This is an optimization exercise on Yosys and OpenROAD, whose aim is small area, a short achievable clock period and few clock cycles per item, not a production implementation. At most, simulation tests tie the RTL to the original design; equivalence was not proved. Function not checked in run 4: the RTL went through the layout flow alone.

## flow/design.v (module list and top-level ports; edited modules follow where they fit)
// module stage_reg: 72 lines
// module pipe_control: 31 lines
// module bk_add: 38 lines
// module mul_csa: 1154 lines
// module div_unit: 118 lines
// module hilo_regs: 24 lines
// module muldiv_top: 151 lines
module muldiv_top (
    input  logic                   clk,
    input  logic                   arst_n_i,
    input  logic                   op_valid_i,
    input  muldiv_pkg::muldiv_op_e op_i,
    input  muldiv_pkg::word_t      opnd_a_i,
    input  muldiv_pkg::word_t      opnd_b_i,
    output logic                   stall_o,
    output logic                   rd_valid_o,
    output muldiv_pkg::word_t      rd_data_o,
    output muldiv_pkg::word_t      hi_o,
    output muldiv_pkg::word_t      lo_o
);
  // ...
==> flow/flow/run.sh <==
#!/bin/bash
# The standard layout with the smallest buffer on the ports, and timing repair
# aimed a little below the 5 ns that config.mk's SETUP_SLACK_MARGIN reaches.
# Synthesis is the standard one, unchanged.
set -euo pipefail
bash standard.sh synth > synth.log 2>&1
bash standard.sh "BUFFER_PORTS_ARGS=-buffer_cell sky130_fd_sc_hd__buf_1" SETUP_SLACK_MARGIN=5.3 finish > layout.log 2>&1
==> flow/standard.sh <==
#!/bin/bash
# synth_recipe.tcl (not shown) runs the flow's synth.tcl, then flattens the netlist and writes it again
# the make line also repeats each setting of config.mk as NAME=value (left out here)
make -C /OpenROAD-flow-scripts/flow DESIGN_CONFIG=/design/flow/config.mk WORK_HOME=/design/flow/orfs CLKGATE_MAP_FILE= SYNTH_SCRIPT=/design/flow/synth_recipe.tcl "${@:-finish}"
==> flow/config.mk <==
export PLATFORM = sky130hd
export DESIGN_NAME = muldiv_top
export DESIGN_NICKNAME = muldiv_top
export VERILOG_FILES = /design/flow/design.v
export SDC_FILE = /design/flow/constraint.sdc
export NUM_CORES = 4
export LEC_CHECK = 0
export ABC_AREA = 1
export CAP_MARGIN = 20
export CORE_MARGIN = 2
export CORE_UTILIZATION = 40
export SLEW_MARGIN = 20
==> flow/constraint.sdc <==
create_clock -name core_clock -period 10.0 [get_ports {clk}]
set_input_delay 2.0000 -clock core_clock [delete_from_list [all_inputs] [get_ports {clk}]]
set_output_delay 2.0000 -clock core_clock [all_outputs]
set_load 0.01 [all_outputs]
==> out/results.ini, run 1 <==
[synthesis]
synth.top_cell.area_share_pct=16.5
synth_warnings=11
synth_area_um2=41400
yosys_register_bits=395

[min_path]
whs_path_depth=1
holdPathEnd=u_div.cnt_q[0]

[critical_path]
crit_family=buffers and inverters
critPathKind=reg -> out
slowest_stage=edfxtp_1
critPathBufInv=7

[clock_tree]
hold_buffers=0

[placed_design]
place_congestion=0.958

[grt]
grt.total_usage_pct=29.6
overflow=0

[status]
status=no timing/DRC/antenna violations

[sta]
worst_slack_ns=5.34
setup-violations-final=0

[final_layout]
seq_area_share_pct=19.9
register_area_um2=9200
nClkBuffers=70
seq_cells=395
multiInputGateArea_um2=29000

[floorplanning]
core_um2=102000
dieArea_um2=106000

[routing]
drc=0

Testbench counts, summed over its fixed seeds: cycles 6,958, items 4,800.
==> run 2: changes to the inputs <==
==> flow/flow/run.sh (replaced) <==
#!/bin/bash
# The standard layout with the smallest buffer on the ports, and timing repair
# aimed at 4.7 ns, below the 5 ns that config.mk's SETUP_SLACK_MARGIN reaches.
# Synthesis is the standard one, unchanged.
set -euo pipefail
bash standard.sh synth > synth.log 2>&1
bash standard.sh "BUFFER_PORTS_ARGS=-buffer_cell sky130_fd_sc_hd__buf_1" SETUP_SLACK_MARGIN=5.3 finish > layout.log 2>&1
--- a/flow/config.mk
+++ b/flow/config.mk
@@ -5,7 +5,7 @@
 export SDC_FILE = /design/flow/constraint.sdc
 export NUM_CORES = 4
 export LEC_CHECK = 0
-export ABC_AREA = 1
+export ABC_AREA = 0
 export CAP_MARGIN = 20
 export CORE_MARGIN = 2
 export CORE_UTILIZATION = 40
==> run 2 against run 1 <==
Effect of this change: core utilization shrank 1.1 points; critical path type is now reg -> reg; critical endpoint is now u_div.rem_q[23]; clock-buffer cell count decreased by 1; design area is 0.58% higher.
==> out/results.ini, run 2 <==
[status]
status=no timing/DRC/antenna violations

[critical_path]
worstPathRequired_ns=10.46
crit_family=compound AO/OA/AOI/OAI gates
crit_path_start_kind=flop
worstPathCellList=fa_1, inv_1, ha_1, inv_1, fa_2, a211oi_2, o211ai_1, a41oi_4, o21ai_2, o211ai_2, buf_4, buf_4, o31ai_4, buf_4, o21ai_2, a211oi_1, o32ai_1, o21ai_0
cp_max_fo=6
slowest_stage=o32ai_1
critPathCaptureType=flop
critPathKind=reg -> reg
cpMostUsedCell=buf_4
critPathBufInv=5  ; -2
cp.arrival_ns=5.17
max_stage_delay_ns=0.49

[synthesis]
netlist_top_cells_count=nand2_1 (356), inv_1 (348), fa_1 (340), xnor2_1 (338), clkbuf_1 (297)
synth_warnings=11  ; unchanged
synth.most_common_cell=nand2_1
synth_ff_type=dfxtp_1
synth.largest_area_cell=fa_1
synthDistinctLibCells=93
yosys_register_bits=395  ; unchanged
synth_top_family_by_area=adder cells
synth_area_um2=42400  ; +2.6%
synth_edf_count=87
avgSynthCellArea_um2=8.84
synthTopCellsByArea=fa_1 (16%), dfxtp_1 (11%), ha_1 (7.6%)
synth-xor-area-share_pct=11.6
synth_adder_area_share_pct=23.7
async_flop_share_pct=20.3
synthSimpleGateAreaFrac_pct=12.0
muxShareOfSynthArea_pct=4.22
synthesis.nets=5467
synthCells=4797
synth.top_cell.area_share_pct=16.0  ; -0.41 points
synth-compound-area-share_pct=20.7
yosysSeqAreaShare_pct=21.6

[sta]
finalMaxSlewViolations=0
hold_violations=0
slew-limit-headroom_pct=37.1
final.min_clock_period_ns=4.70
post-route-period-util_pct=47.0
setup-violations-final=0  ; unchanged
tightest_slew_ns=0.944
clock_skew_ns=0.0198
rsz0062_at_grt=true
max_freq_mhz=213
final.setup.tns_ns=0
worst_slack_ns=5.30  ; -0.0464 ns

[floorplanning]
fp.dieW_um=330
ios=169
die_y_um=330
start_util_pct=40.3
dieArea_um2=109000  ; +2.5%
rows=119
core_um2=105000  ; +3.0%

[clock_tree]
cts_buffers=48
cts_tree=done
clockBufferDepth=3
clkSinkCount=395
root_buffer=clkbuf_16
hold_buffers=0  ; unchanged
clk_pin_slew_ns=0.06
htree_num_levels=2
clk_latency_ns=0.62

[routing]
drc=0  ; unchanged
ant_nets=0
first_pass_iters=6
viasPerCell=6.07
wl_per_cell_um=26.0
wl_um=162000
drt_iter0_drc=3780
dr_total_vias=37800

[final_layout]
fill_cells=10300
layout_commonest_cell=nand2_1
final_layout_size_suffix_gt1_share_pct=7.77
largest_reg_flops=64
design_area_um2=46600
top_regs=p1_s x64, p1_c x63, u_issue.b_o x50
layout_common_cells=nand2_1 (353), inv_1 (346), fa_1 (338)
area.growth.synth_to_final_pct=9.74
nNetsFinal=5458
top_register=p1_s

[placed_design]
dpl.hpwl_um=117000
dp_slack_ns=4.32
placed_area_um2=44400
place_congestion=0.990  ; +3.4%
numPortBuffers=168

[grt]
grt_pass1_wl_um=240000
grt_max_degree=90
grt.total_usage_pct=29.2  ; -0.32 points
antenna_found_initial=4
overflow=0  ; unchanged
grt_pass1_vias=36900

[min_path]
hp-class=reg -> reg

[flow_run]
drv_cap=0

[run 2: metrics by stage]
step | std cells | hold WS [ns] | util [%]
2_1_floorplan | 4797 | 0.427 | -
3_3_place_gp | 6111 | 0.452 | 42.2
3_5_place_dp | 6111 | 0.456 | 42.2
4_1_cts | 6205 | 0.459 | 43.9
5_1_grt | 6217 | 0.474 | 44.2
6_report | 6219 | 0.462 | 44.2
[run 2: final cells by class]
cell class,instances,area [µm²],area share (%)
inverter,355,1350,2.89
multi-input combinational,3711,31100,66.7
tap,1391,1740,3.74
sequential,395,9190,19.7
clock buffer,69,1370,2.95
clock inverter,19,239,0.513
antenna,2,5.00,0.0108
timing repair buffer,277,1590,3.41
[run 2: cell families after synthesis]
family | after synthesis
and+or+nand+nor | 1057
xor gates and xnor gates | 561
AOI/OAI and AO/OA | 1324
adders and majority gates | 599
muxes | 169
DFF | 395
buffers and inverters | 692
[run 2: what timing repair did]
| item | in CTS | in global routing |
|---|---|---|
| pin swaps | 3 | 11 |
| gates resized for setup | 38 | 52 |
| buffers inserted | 6 | 10 |
| gates cloned | 0 | 2 |
| endpoints found under the setup margin | 197 | 155 |
[run 2: final timing paths]
kind | start | to | slack (ns) | depth (start not counted)
worst max register to register | u_div.dvs_n_q[2] | u_div.rem_q[23] | 5.30 | 18
worst min register to register | u_div.quo_q[0] | u_div.quo_q[2] | 0.46 | 1
worst min-delay path | u_div.quo_q[0] | u_div.quo_q[2] | 0.46 | 1
max in group asynchronous | arst_n_i | u_ctrl.c_rdhi_o | 7.42 | 2
worst max-delay path | u_div.dvs_n_q[2] | u_div.rem_q[23] | 5.30 | 18
min in group asynchronous | arst_n_i | u_hilo.hi_o[28] | 1.35 | 1
[run 2: routing by layer]
| metal | routed length, µm | GRT usage, % | vias up |
|---|---|---|---|
| met2 | 72600 | 46.4 | 2016 |
| met1 | 65500 | 38.4 | 18500 |
| met5 | 68 | 0.348 | - |
| li1 | - | - | 16800 |
| met3 | 15700 | 6.20 | 442 |
| met4 | 7950 | 12.5 | 6 |
==> run 3: changes to the inputs <==
--- a/flow/config.mk
+++ b/flow/config.mk
@@ -5,7 +5,7 @@
 export SDC_FILE = /design/flow/constraint.sdc
 export NUM_CORES = 4
 export LEC_CHECK = 0
-export ABC_AREA = 0
+export ABC_AREA = 1
 export CAP_MARGIN = 20
 export CORE_MARGIN = 2
 export CORE_UTILIZATION = 40
==> run 3 against run 2 <==
Effect of this change: sequential cell count did not move; critical path depth fell by 8; synthesized area fell by 2.5%; via count rose by 3.2%; still clean on timing, DRC and antenna; global-route usage rose by 0.32 points; hold slack improved by 0.0088 ns; critical endpoint is now stall_o; first-iteration DRC count rose by 1.8%.
==> out/results.ini, run 3 <==
[synthesis]
synthCells=5319  ; +11%
synthTopCellsByArea=fa_1 (16%), dfxtp_1 (11%), xor2_1 (8.4%)
synthDistinctLibCells=78  ; -16%
synthSimpleGateAreaFrac_pct=15.4  ; +3.4 points
yosysSeqAreaShare_pct=22.2  ; +0.55 points
synth.largest_area_cell=fa_1
yosys_register_bits=395  ; unchanged
synth_ff_type=dfxtp_1
netlist_top_cells_count=nand2_1 (845), inv_1 (695), o21ai_0 (410), xor2_1 (395), fa_1 (340)
synth_warnings=11  ; unchanged
muxShareOfSynthArea_pct=0.290  ; -3.9 points
synthesis.nets=5989  ; +9.5%
avgSynthCellArea_um2=7.78  ; -12%
synth.top_cell.area_share_pct=16.5  ; +0.41 points
synth_area_um2=41400  ; -2.5%
synth_top_family_by_area=adder cells
synth-xor-area-share_pct=10.6  ; -0.99 points
synth_edf_count=87  ; unchanged
synth.most_common_cell=nand2_1
synth-compound-area-share_pct=17.9  ; -2.9 points
async_flop_share_pct=20.3  ; unchanged
synth_adder_area_share_pct=24.3  ; +0.61 points

[critical_path]
critPathCaptureType=output port
worstPathRequired_ns=8.00  ; -2.46 ns
crit_path_start_kind=flop
cp_max_fo=34  ; +28
r2r_cells=11  ; -7
cp.arrival_ns=2.66  ; -2.51 ns
critPathKind=reg -> out

[sta]
final.min_clock_period_ns=4.66  ; -0.0464 ns
setup-violations-final=0  ; unchanged
clock_skew_ns=0.0273  ; +0.00759 ns
finalMaxSlewViolations=0  ; unchanged
hold_violations=0  ; unchanged
final.setup.tns_ns=0  ; unchanged
max_freq_mhz=215  ; +1.0%
rsz0062_at_grt=true
post-route-period-util_pct=46.6  ; -0.46 points
slew-limit-headroom_pct=25.5  ; -12 points
tightest_slew_ns=1.10  ; +0.159 ns
hold_slack_ns=0.471  ; +0.00884 ns

[floorplanning]
rows=117  ; -1.7%
start_util_pct=40.5  ; +0.18 points
dieArea_um2=106000  ; -2.5%
core_um2=102000  ; -2.9%
die_y_um=326  ; -1.2%
fp.dieW_um=326  ; -1.2%
ios=169  ; unchanged

[placed_design]
placedCellCount=6638  ; +8.6%
dpl.hpwl_um=116000  ; -0.55%
numPortBuffers=168  ; unchanged
placed_area_um2=43300  ; -2.5%
place_congestion=0.958  ; -3.3%

[final_layout]
area.growth.synth_to_final_pct=11.9
top_register=p1_s
stdcell_count=6795  ; +9.3%
top_regs=p1_s x64, p1_c x63, u_issue.b_o x50
fill_cells=10300  ; +0.27%
layout_common_cells=nand2_1 (839), inv_1 (681), xor2_1 (395)
multiInputGateArea_um2=29000  ; -6.8%
register_area_um2=9200  ; +0.14%
final_layout_size_suffix_gt1_share_pct=8.15  ; +0.38 points
largest_reg_flops=64  ; unchanged
layout_commonest_cell=nand2_1
nNetsFinal=6054  ; +11%
design_area_um2=46300  ; -0.58%

[status]
status=no timing/DRC/antenna violations

[routing]
viasPerCell=5.74  ; -5.5%
dr_total_vias=39000  ; +3.2%
drc=0  ; unchanged
ant_nets=0  ; unchanged
first_pass_iters=6  ; unchanged
wl_per_cell_um=23.7  ; -8.8%
wl_um=161000  ; -0.40%
drt_iter0_drc=3849  ; +1.8%

[grt]
grt_pass1_vias=37800  ; +2.5%
overflow=0  ; unchanged
grt.total_usage_pct=29.6  ; +0.32 points
grt_max_degree=88  ; -2.2%
grt_pass1_wl_um=239000  ; -0.54%
antenna_found_initial=10  ; +6

[clock_tree]
htree_num_levels=2  ; unchanged
root_buffer=clkbuf_16
clockBufferDepth=3  ; unchanged
clkSinkCount=395  ; unchanged
clk_latency_ns=0.62  ; about the same
cts_buffers=48  ; unchanged
cts_tree=done
clk_pin_slew_ns=0.06  ; about the same

[min_path]
hp-class=reg -> reg
whs_path_depth=1  ; unchanged

[flow_run]
drv_cap=0  ; unchanged

-- run 3: cell types whose count changed in the layout (fill, tap and decap cells not counted), sizes merged, moves of 95 or more --
cell   before  now
a22oi     295   10
inv       358  703
xnor2     338   99
nand2     357  852
nand3      55  161
xor2      223  398
o21ai     276  446
mux2i     107   12
o22ai       6  322
-- run 3: through the flow --
stage	setup WS, ns	util (%)
floorplan	5.36	-
global placement	3.97	42.3
detailed placement	3.89	42.4
CTS	5.16	44.5
global route	5.16	45.3
finish	5.34	45.3
-- run 3: logic make-up (layout without fill, tap and decap cells) --
| kind of cell | Yosys count | in the layout |
|---|---|---|
| XOR/XNOR | 497 | 497 |
| multiplexers | 12 | 12 |
| flip-flops | 395 | 395 |
| AO/OA/AOI/OAI | 1284 | 1284 |
| buffers and inverters | 1020 | 1125 |
| AND/OR/NAND/NOR | 1512 | 1512 |
| other | 0 | 3 |
| adder cells (fa/ha/maj) | 599 | 599 |
-- run 3: path summary, 6_finish.rpt --
check | start | endpoint | slack, ns
setup / recovery | u_div.neg_q_q | stall_o | 5.34
hold reg to reg | u_div.cnt_q[0] | u_div.cnt_q[0] | 0.47
min in group asynchronous | arst_n_i | u_hilo.lo_o[31] | 1.41
hold / removal | u_div.cnt_q[0] | u_div.cnt_q[0] | 0.47
setup reg to reg | hi_pend | p1_s[25] | 5.36
max in group asynchronous | arst_n_i | hi_pend | 7.43
-- run 3: worst max-delay path, cell delays in order (launching register included) --
cell and delay [ns]:
edfxtp_1 0.37, buf_4 0.31, nor3_4 0.33, clkinv_2 0.12
buf_12 0.15, nand2_8 0.06, buf_12 0.11, inv_4 0.03
nor2_4 0.15, clkinvlp_4 0.24, buf_6 0.18
-- run 3: area by class of cell --
| type | instances | share of cell area, % |
|---|---|---|
| multi-input combinational | 3904 | 62.6 |
| sequential | 395 | 19.9 |
| inverter | 726 | 6.10 |
| timing repair buffer | 304 | 4.31 |
| tap | 1368 | 3.70 |
| clock buffer | 70 | 2.88 |
| clock inverter | 20 | 0.506 |
| timing repair inverter | 5 | 0.0541 |
| antenna | 3 | 0.0162 |
-- run 3: timing repair --
action                     in CTS  in global routing
setup endpoints to repair     213                141
hold buffers                    0                  0
pin swaps                       6                 28
gates resized for setup        91                149
buffers inserted               16                 35
cloned                          8                  3
-- run 3: layer usage --
layer	GRT usage, %	wire (µm)
met2	45.8	70600
met5	0	71
met1	39.0	66100
met4	14.9	9030
met3	6.25	15400
==> module div_unit, before the edit <==
module div_unit (
    input  logic              clk,
    input  logic              arst_n_i,
    input  logic              start_i,       
    input  logic              a_neg_i,       
    input  logic              b_neg_i,
    input  muldiv_pkg::word_t a_i,
    input  muldiv_pkg::word_t b_i,
    output logic              quick_o,       
    output logic              busy_o,        
    output logic              done_o,        
    output logic              early_o,       
    output muldiv_pkg::word_t early_hi_o,    
    output muldiv_pkg::word_t early_lo_o,
    output muldiv_pkg::word_t hi_o,          
    output muldiv_pkg::word_t lo_o           
);
    function automatic logic [5:0] lzc32(input logic [31:0] x);
        lzc32 = 6'd32;
        for (int i = 0; i < 32; i++) begin
            if (x[i]) lzc32 = 6'(31 - i);
        end
    endfunction
    logic              a_neg;
    logic              b_neg;
    logic [31:0]       a_mag;
    logic [31:0]       b_mag;
    logic [5:0]        za;
    logic [5:0]        zb;
    logic [4:0]        n;
    logic [4:0]        sh;
    logic              b_zero;
    logic [31:0]       rem_q;
    logic [32:0]       dvs_n_q;       
    logic [31:0]       quo_q;
    logic [3:0]        cnt_q;
    logic              neg_q_q;
    logic              neg_r_q;
    logic              busy_q;
    logic [33:0]       e1;
    logic [33:0]       e2;
    logic [33:0]       e3;
    logic [33:0]       t_x;
    logic [33:0]       t_y;
    logic [33:0]       t_z;
    logic [33:0]       t_s;
    logic [33:0]       t_c;
    logic              q1;
    logic              q2;
    logic [31:0]       rem2;
    logic              last;
    assign a_neg  = a_neg_i;
    assign b_neg  = b_neg_i;
    assign a_mag  = a_i;
    assign b_mag  = b_i;
    assign za     = lzc32(a_mag);
    assign zb     = lzc32(b_mag);
    assign b_zero = (b_i == '0);
    assign quick_o = b_zero | (zb < za);
    assign n      = 5'(zb - za);
    assign sh     = n | 5'd1;
    assign e1  = {2'b00, rem_q} - ~{1'b1, dvs_n_q};
    assign e2  = {2'b00, rem_q} - ~{2'b11, dvs_n_q[32:1]};
    assign t_x = {2'b00, rem_q};
    assign t_y = {1'b1, dvs_n_q};
    assign t_z = {2'b11, dvs_n_q[32:1]};
    assign t_s = t_x ^ t_y ^ t_z;
    assign t_c = (t_x & t_y) | (t_x & t_z) | (t_y & t_z);
    assign e3  = t_s - ~{t_c[32:0], 1'b1};
    assign q1  = ~e1[33];
    assign q2  = q1 ? ~e3[33] : ~e2[33];
    assign rem2 = q1 ? (q2 ? e3[31:0] : e1[31:0]) : (q2 ? e2[31:0] : rem_q);
    assign last       = busy_q && (cnt_q == '0);
    assign early_o    = last && !neg_q_q && !neg_r_q;
    assign busy_o     = busy_q && !early_o;
    assign early_hi_o = rem2;
    assign early_lo_o = {quo_q[29:0], q1, q2};
    always_ff @(posedge clk or negedge arst_n_i) begin
        if (!arst_n_i) begin
            busy_q <= 1'b0;
            done_o <= 1'b0;
        end else begin
            done_o <= last && !early_o;
            if (busy_o) begin
                busy_q <= !last;
            end else begin
                busy_q <= start_i;
            end
        end
    end
    always_ff @(posedge clk) begin
        if (busy_o) begin
            rem_q <= rem2;
            dvs_n_q <= {2'b11, dvs_n_q[32:2]};
            quo_q <= {quo_q[29:0], q1, q2};
            cnt_q <= cnt_q - 1'b1;
        end else begin
            rem_q   <= a_mag;
            dvs_n_q <= ~({1'b0, b_mag} << sh);
            quo_q   <= {32{b_zero}};
            cnt_q   <= 4'(n >> 1);
            neg_q_q <= (a_neg ^ b_neg) & ~b_zero;
            neg_r_q <= a_neg;
        end
    end
    bk_add #(.W(32)) u_fix_r (
        .a_i  (rem_q ^ {32{neg_r_q}}),
        .b_i  ('0),
        .ci_i (neg_r_q),
        .s_o  (hi_o)
    );
    bk_add #(.W(32)) u_fix_q (
        .a_i  (quo_q ^ {32{neg_q_q}}),
        .b_i  ('0),
        .ci_i (neg_q_q),
        .s_o  (lo_o)
    );
endmodule
==> module muldiv_top, before the edit <==
module muldiv_top (
    input  logic                   clk,
    input  logic                   arst_n_i,
    input  logic                   op_valid_i,
    input  muldiv_pkg::muldiv_op_e op_i,
    input  muldiv_pkg::word_t      opnd_a_i,
    input  muldiv_pkg::word_t      opnd_b_i,
    output logic                   stall_o,
    output logic                   rd_valid_o,
    output muldiv_pkg::word_t      rd_data_o,
    output muldiv_pkg::word_t      hi_o,
    output muldiv_pkg::word_t      lo_o
);
    muldiv_pkg::dec_t   ir_dec;
    logic [32:0]        ir_a;
    logic [50:0]        ir_b;
    logic               ir_a_neg;
    logic               ir_b_neg;
    logic [63:0]        csa_s;
    logic [63:0]        csa_c;
    logic [63:0]        p1_s;
    logic [63:0]        p1_c;
    logic [63:0]        prod;
    logic               div_quick;
    logic               stall;
    logic               hi_pend;
    logic               ir_lng_d;
    logic               pass_hi;
    logic               pass_fb;
    logic [8:0]         dg_one;
    logic [8:0]         dg_two;
    logic [8:0]         dg_neg;
    logic               div_busy;
    logic               div_done;
    logic               div_early;
    muldiv_pkg::word_t  div_early_hi;
    muldiv_pkg::word_t  div_early_lo;
    muldiv_pkg::word_t  div_hi;
    muldiv_pkg::word_t  div_lo;
    logic               c_mul;
    logic               c_mthi;
    logic               c_mtlo;
    logic               c_div;
    logic               c_rdhi;
    logic               c_rdlo;
    logic               we_hi;
    logic               we_lo;
    muldiv_pkg::word_t  hi_d;
    muldiv_pkg::word_t  lo_d;
    muldiv_pkg::word_t  hi_q;
    muldiv_pkg::word_t  lo_q;
    assign pass_hi = hi_pend;
    assign pass_fb = ir_dec.lng && !hi_pend;
    assign stall   = div_busy || hi_pend;
    assign stall_o = stall;
    always_ff @(posedge clk or negedge arst_n_i) begin
        if (!arst_n_i) begin
            hi_pend <= 1'b0;
        end else if (!stall) begin
            hi_pend <= ir_lng_d;
        end else if (!div_busy) begin
            hi_pend <= 1'b0;
        end
    end
    stage_reg u_issue (
        .clk      (clk),
        .arst_n_i (arst_n_i),
        .hold_i   (stall),
        .valid_i  (op_valid_i),
        .op_i     (op_i),
        .a_i      (opnd_a_i),
        .b_i      (opnd_b_i),
        .dec_o    (ir_dec),
        .a_o      (ir_a),
        .b_o      (ir_b),
        .a_neg_o  (ir_a_neg),
        .b_neg_o  (ir_b_neg),
        .lng_d_o  (ir_lng_d)
    );
    assign dg_one = pass_hi ? {1'b0, ir_b[16:9]}  : ir_b[8:0];
    assign dg_two = pass_hi ? {1'b0, ir_b[33:26]} : ir_b[25:17];
    assign dg_neg = pass_hi ? {1'b0, ir_b[50:43]} : ir_b[42:34];
    mul_csa u_mul (
        .a_i     (ir_a),
        .one_i   (dg_one),
        .two_i   (dg_two),
        .neg_i   (dg_neg),
        .fbs_i   (pass_fb ? p1_s[45:0] : 46'd0),
        .fbc_i   (pass_fb ? p1_c[45:0] : 46'd0),
        .sum_o   (csa_s),
        .carry_o (csa_c)
    );
    always_ff @(posedge clk) begin
        p1_s <= csa_s;
        p1_c <= csa_c;
    end
    div_unit u_div (
        .clk      (clk),
        .arst_n_i (arst_n_i),
        .start_i  (ir_dec.div && !div_quick),
        .a_neg_i  (ir_a_neg),
        .b_neg_i  (ir_b_neg),
        .a_i      (ir_a[31:0]),
        .b_i      (ir_b[31:0]),
        .quick_o  (div_quick),
        .busy_o   (div_busy),
        .done_o     (div_done),
        .early_o    (div_early),
        .early_hi_o (div_early_hi),
        .early_lo_o (div_early_lo),
        .hi_o     (div_hi),
        .lo_o     (div_lo)
    );
    pipe_control u_ctrl (
        .clk         (clk),
        .arst_n_i    (arst_n_i),
        .stall_i     (stall),
        .dec_i       (ir_dec),
        .div_quick_i (div_quick),
        .c_mul_o     (c_mul),
        .c_mthi_o    (c_mthi),
        .c_mtlo_o    (c_mtlo),
        .c_div_o     (c_div),
        .c_rdhi_o    (c_rdhi),
        .c_rdlo_o    (c_rdlo)
    );
    bk_add #(.W(64)) u_prod (
        .a_i  (p1_s),
        .b_i  (p1_c),
        .ci_i (1'b0),
        .s_o  (prod)
    );
    assign we_hi = c_mul | c_mthi | c_div | div_done | div_early;
    assign we_lo = c_mul | c_mtlo | c_div | div_done | div_early;
    assign hi_d  = c_mul ? prod[63:32] : (div_early ? div_early_hi : div_hi);
    assign lo_d  = c_mul ? prod[31:0] : (div_early ? div_early_lo : (c_mtlo ? div_hi : div_lo));
    hilo_regs u_hilo (
        .clk      (clk),
        .arst_n_i (arst_n_i),
        .we_hi_i  (we_hi),
        .we_lo_i  (we_lo),
        .hi_i     (hi_d),
        .lo_i     (lo_d),
        .hi_o     (hi_q),
        .lo_o     (lo_q)
    );
    assign rd_valid_o = c_rdhi | c_rdlo;
    assign rd_data_o  = c_rdhi ? hi_q : lo_q;
    assign hi_o       = hi_q;
    assign lo_o       = lo_q;
endmodule
==> run 4: changes to the inputs <==
--- a/flow/design.v
+++ b/flow/design.v
@@ -1331,6 +1331,7 @@
     input  muldiv_pkg::word_t b_i,
     output logic              quick_o,       
     output logic              busy_o,        
+    output logic              busy_d_o,      
     output logic              done_o,        
     output logic              early_o,       
     output muldiv_pkg::word_t early_hi_o,    
@@ -1372,6 +1373,10 @@
     logic              q2;
     logic [31:0]       rem2;
     logic              last;
+    logic              busy_q_d;
+    logic [3:0]        cnt_d;
+    logic              neg_q_d;
+    logic              neg_r_d;
     assign a_neg  = a_neg_i;
     assign b_neg  = b_neg_i;
     assign a_mag  = a_i;
@@ -1398,6 +1403,11 @@
     assign busy_o     = busy_q && !early_o;
     assign early_hi_o = rem2;
     assign early_lo_o = {quo_q[29:0], q1, q2};
+    assign busy_q_d = busy_o ? !last : start_i;
+    assign cnt_d    = busy_o ? cnt_q - 1'b1 : 4'(n >> 1);
+    assign neg_q_d  = busy_o ? neg_q_q : ((a_neg ^ b_neg) & ~b_zero);
+    assign neg_r_d  = busy_o ? neg_r_q : a_neg;
+    assign busy_d_o = busy_q_d && !((cnt_d == '0) && !neg_q_d && !neg_r_d);
     always_ff @(posedge clk or negedge arst_n_i) begin
         if (!arst_n_i) begin
             busy_q <= 1'b0;
@@ -1491,6 +1501,8 @@
     logic               div_quick;
     logic               stall;
     logic               hi_pend;
+    logic               hi_pend_d;
+    logic               div_busy_d;
     logic               ir_lng_d;
     logic               pass_hi;
     logic               pass_fb;
@@ -1518,15 +1530,15 @@
     muldiv_pkg::word_t  lo_q;
     assign pass_hi = hi_pend;
     assign pass_fb = ir_dec.lng && !hi_pend;
-    assign stall   = div_busy || hi_pend;
     assign stall_o = stall;
+    assign hi_pend_d = !stall ? ir_lng_d : (div_busy && hi_pend);
     always_ff @(posedge clk or negedge arst_n_i) begin
         if (!arst_n_i) begin
             hi_pend <= 1'b0;
-        end else if (!stall) begin
-            hi_pend <= ir_lng_d;
-        end else if (!div_busy) begin
-            hi_pend <= 1'b0;
+            stall   <= 1'b0;
+        end else begin
+            hi_pend <= hi_pend_d;
+            stall   <= div_busy_d || hi_pend_d;
         end
     end
     stage_reg u_issue (
@@ -1571,6 +1583,7 @@
         .b_i      (ir_b[31:0]),
         .quick_o  (div_quick),
         .busy_o   (div_busy),
+        .busy_d_o (div_busy_d),
         .done_o     (div_done),
         .early_o    (div_early),
         .early_hi_o (div_early_hi),
==> run 4 against run 3 <==
Effect of this change: largest cell class unchanged; worst setup slack improved by 0.050 ns; synthesized area rose by 0.56%; cell count rose by 1.4%; sequential share of layout area fell by 0.20 points; core utilization barely moved; design area rose by 1.1%; critical path depth rose by 1; synthesized cell count rose by 1.6%.
==> out/results.ini, run 4 <==
[grt]
met2_usage_pct=45.4  ; -0.44 points
overflow=0  ; unchanged
use_met1_pct=38.6  ; -0.43 points
grt_max_degree=85  ; -3.4%
top_usage_layer=met2
grt_pass1_vias=37100  ; -2.0%
antenna_found_initial=11  ; +1
use_met3_pct=6.12  ; -0.13 points
grt.total_usage_pct=28.8  ; -0.79 points
grt_pass1_wl_um=234000  ; -1.9%

[routing]
drt_iter0_drc=3945  ; +2.5%
dr_total_vias=39100  ; +0.31%
first_pass_iters=7  ; +1
drc=0  ; unchanged
wl_per_cell_um=23.1  ; -2.5%
wl_um=159000  ; -1.1%
viasPerCell=5.68  ; -1.1%
ant_nets=0  ; unchanged

[synthesis]
netlist_top_cells_count=nand2_1 (850), inv_1 (715), xor2_1 (387), nor2_1 (373), a21oi_1 (352)
synth.most_common_cell=nand2_1
synth_warnings=11  ; unchanged
synthesis.nets=6074  ; +1.4%
yosys_register_bits=396  ; +0.25%
synthDistinctLibCells=70  ; -10%
synth_edf_count=85  ; -2.3%
synthCells=5404  ; +1.6%
synth.largest_area_cell=fa_1
synth.top_cell.area_share_pct=16.4  ; -0.092 points
synthTopCellsByArea=fa_1 (16%), dfxtp_1 (11%), xor2_1 (8.1%)
synth_ff_type=dfxtp_1
async_flop_share_pct=20.5  ; +0.20 points
synth_area_um2=41600  ; +0.56%
avgSynthCellArea_um2=7.70  ; -1.0%
yosysSeqAreaShare_pct=22.1  ; -0.11 points

[flow_run]
drv_cap=0  ; unchanged

[placed_design]
place_congestion=0.954  ; -0.44%
dpl.hpwl_um=115000  ; -1.3%
dp_slack_ns=3.51  ; -0.374 ns
placedCellCount=6722  ; +1.3%
numPortBuffers=168  ; unchanged
placed_area_um2=43400  ; +0.31%

[sta]
slew-limit-headroom_pct=21.2  ; -4.3 points
setup-violations-final=0  ; unchanged
hold_slack_ns=0.477  ; +0.00588 ns
post-route-period-util_pct=46.1  ; -0.50 points
tightest_slew_ns=1.18  ; +0.0783 ns
hold_violations=0  ; unchanged
finalMaxSlewViolations=0  ; unchanged
final.min_clock_period_ns=4.61  ; -0.0504 ns
final.setup.tns_ns=0  ; unchanged
worst_slack_ns=5.39  ; +0.0504 ns
rsz0062_at_grt=true
clock_skew_ns=0.0316  ; +0.00428 ns
max_freq_mhz=217  ; +1.1%

[final_layout]
layout_common_cells=nand2_1 (841), inv_1 (698), xor2_1 (385)
stdcell_count=6889  ; +1.4%
fill_cells=10400  ; +0.59%
layout_commonest_cell=nand2_1
top_regs=p1_s x64, p1_c x63, u_issue.b_o x50
largest_reg_flops=64  ; unchanged
nNetsFinal=6135  ; +1.3%
final_util_pct=45.3  ; about the same
final_layout_size_suffix_gt1_share_pct=8.52  ; +0.37 points
area.growth.synth_to_final_pct=12.4
top_register=p1_s
design_area_um2=46800  ; +1.1%

[critical_path]
critPathKind=reg -> reg
slowest_stage=fa_1
crit_path_start_kind=flop
cpMostUsedCell=fa_1
cp_max_fo=34  ; unchanged
worstPathRequired_ns=10.47  ; +2.47 ns
worstPathCellList=buf_4, o21ai_2, buf_12, o22ai_1, xor2_1, fa_1, fa_1, fa_1, fa_1, inv_1, fa_1
crit_family=adder cells
cp.arrival_ns=5.07  ; +2.41 ns
max_stage_delay_ns=0.64  ; +0.27 ns
critPathBufInv=3  ; -4
critPathCaptureType=flop

[floorplanning]
start_util_pct=40.2  ; -0.23 points
rows=118  ; +0.85%
core_um2=103000  ; +1.1%
fp.dieW_um=326  ; +0.28%
die_y_um=326  ; +0.28%
dieArea_um2=107000  ; +0.56%
ios=169  ; unchanged

[status]
status=no timing/DRC/antenna violations

[clock_tree]
clockBufferDepth=3  ; unchanged
cts_tree=done
clkSinkCount=396  ; +0.25%
clk_pin_slew_ns=0.06  ; about the same
root_buffer=clkbuf_16
htree_num_levels=2  ; unchanged
clk_latency_ns=0.63  ; about the same
cts_buffers=49  ; +2.1%
hold_buffers=0  ; unchanged

[min_path]
hp-class=reg -> reg

==> run 4: path summary, 6_finish.rpt <==
path	from	endpoint	slack (ns)	cells after the start
max in group asynchronous	arst_n_i	u_hilo.lo_o[18]	7.44	2
worst min-delay path	u_div.quo_q[7]	u_div.quo_q[9]	0.48	2
min in group asynchronous	arst_n_i	u_div.busy_q	1.32	1
worst max register to register	hi_pend	p1_s[29]	5.39	11
worst min register to register	u_div.quo_q[7]	u_div.quo_q[9]	0.48	2
worst max-delay path	hi_pend	p1_s[29]	5.39	11
==> run 4: layout make-up <==
class	instances	area, µm²	area share, %
multi-input cells	3956	29100	62.2
flip-flops and latches	396	9210	19.7
clock inverters	20	284	0.607
diodes	5	12.5	0.0268
repair buffers	299	1990	4.26
well taps	1380	1730	3.69
inverters	754	2970	6.35
clock buffers	70	1450	3.10
repair inverters	9	53.8	0.115
==> run 4: kinds of logic (layout without fill, tap and decap cells) <==
kind of cell	count (synthesis)	count (layout)	share of synthesized area [%]
buffers and inverters	1053	1152	9.69
AO/OA/AOI/OAI	1330	1330	18.3
other	0	5	0
XOR/XNOR	504	504	10.7
flip-flops	396	396	22.1
AND/OR/NAND/NOR	1520	1521	15.0
multiplexers	2	2	0.0481
adder cells (fa/ha/maj)	599	599	24.2
==> run 4: repair_timing <==
| item | in CTS | in global routing |
|---|---|---|
| setup endpoints to repair | 237 | 144 |
| cloned | 9 | 10 |
| buffers inserted | 18 | 33 |
| resized for setup | 108 | 155 |
| pin swaps | 6 | 19 |
==> run 4: per-layer routing <==
metal / wire (µm) / part of all wire, %
met1: 65700 / 41
met2: 71100 / 45
met3: 15400 / 9.7
met4: 7070 / 4.4
met5: 46 / 0.029
==> run 4: worst reg2reg max path, delay by kind of cell (launching register included) <==
family | cells | cell delay [ns]
xor gates and xnor gates | 1 | 0.20
buffers and inverters | 3 | 0.51
DFF | 1 | 0.53
adders and majority gates | 5 | 2.75
AOI/OAI and AO/OA | 2 | 0.46

## static timing again, ports no longer ideal
How much do the figures lean on ideal ports? The routed layouts below were timed once more, with nothing changed but the port constraints. Step 1 assumes that a clkbuf_16 drives the clock port and a buf_2 every other input. Step 2 also shifts input and output timing later by t, the mid clock arrival at the registers, as if the neighbouring blocks saw the same clock. Three values: no drivers, after step 1, after step 2; two values: the first two.
| run | shift t [ns] | setup WS [ns] | worst data-port slew with drivers (ns) |
|---|---|---|---|
| run 1 | 0.669 | 5.342 / 5.274 / 4.842 | 0.18 |
| run 2 | 0.685 | 5.296 / 5.296 / 4.697 | 0.09 |
| run 3 | 0.669 | 5.342 / 5.274 / 4.842 | 0.18 |
| run 4 | 0.684 | 5.392 / 5.392 / 4.841 | 0.13 |
After both steps setup and hold are still met in every run listed. The setup slack of run 2, which loses most, moves by 0.000 ns with the drivers and by -0.599 ns with both steps.
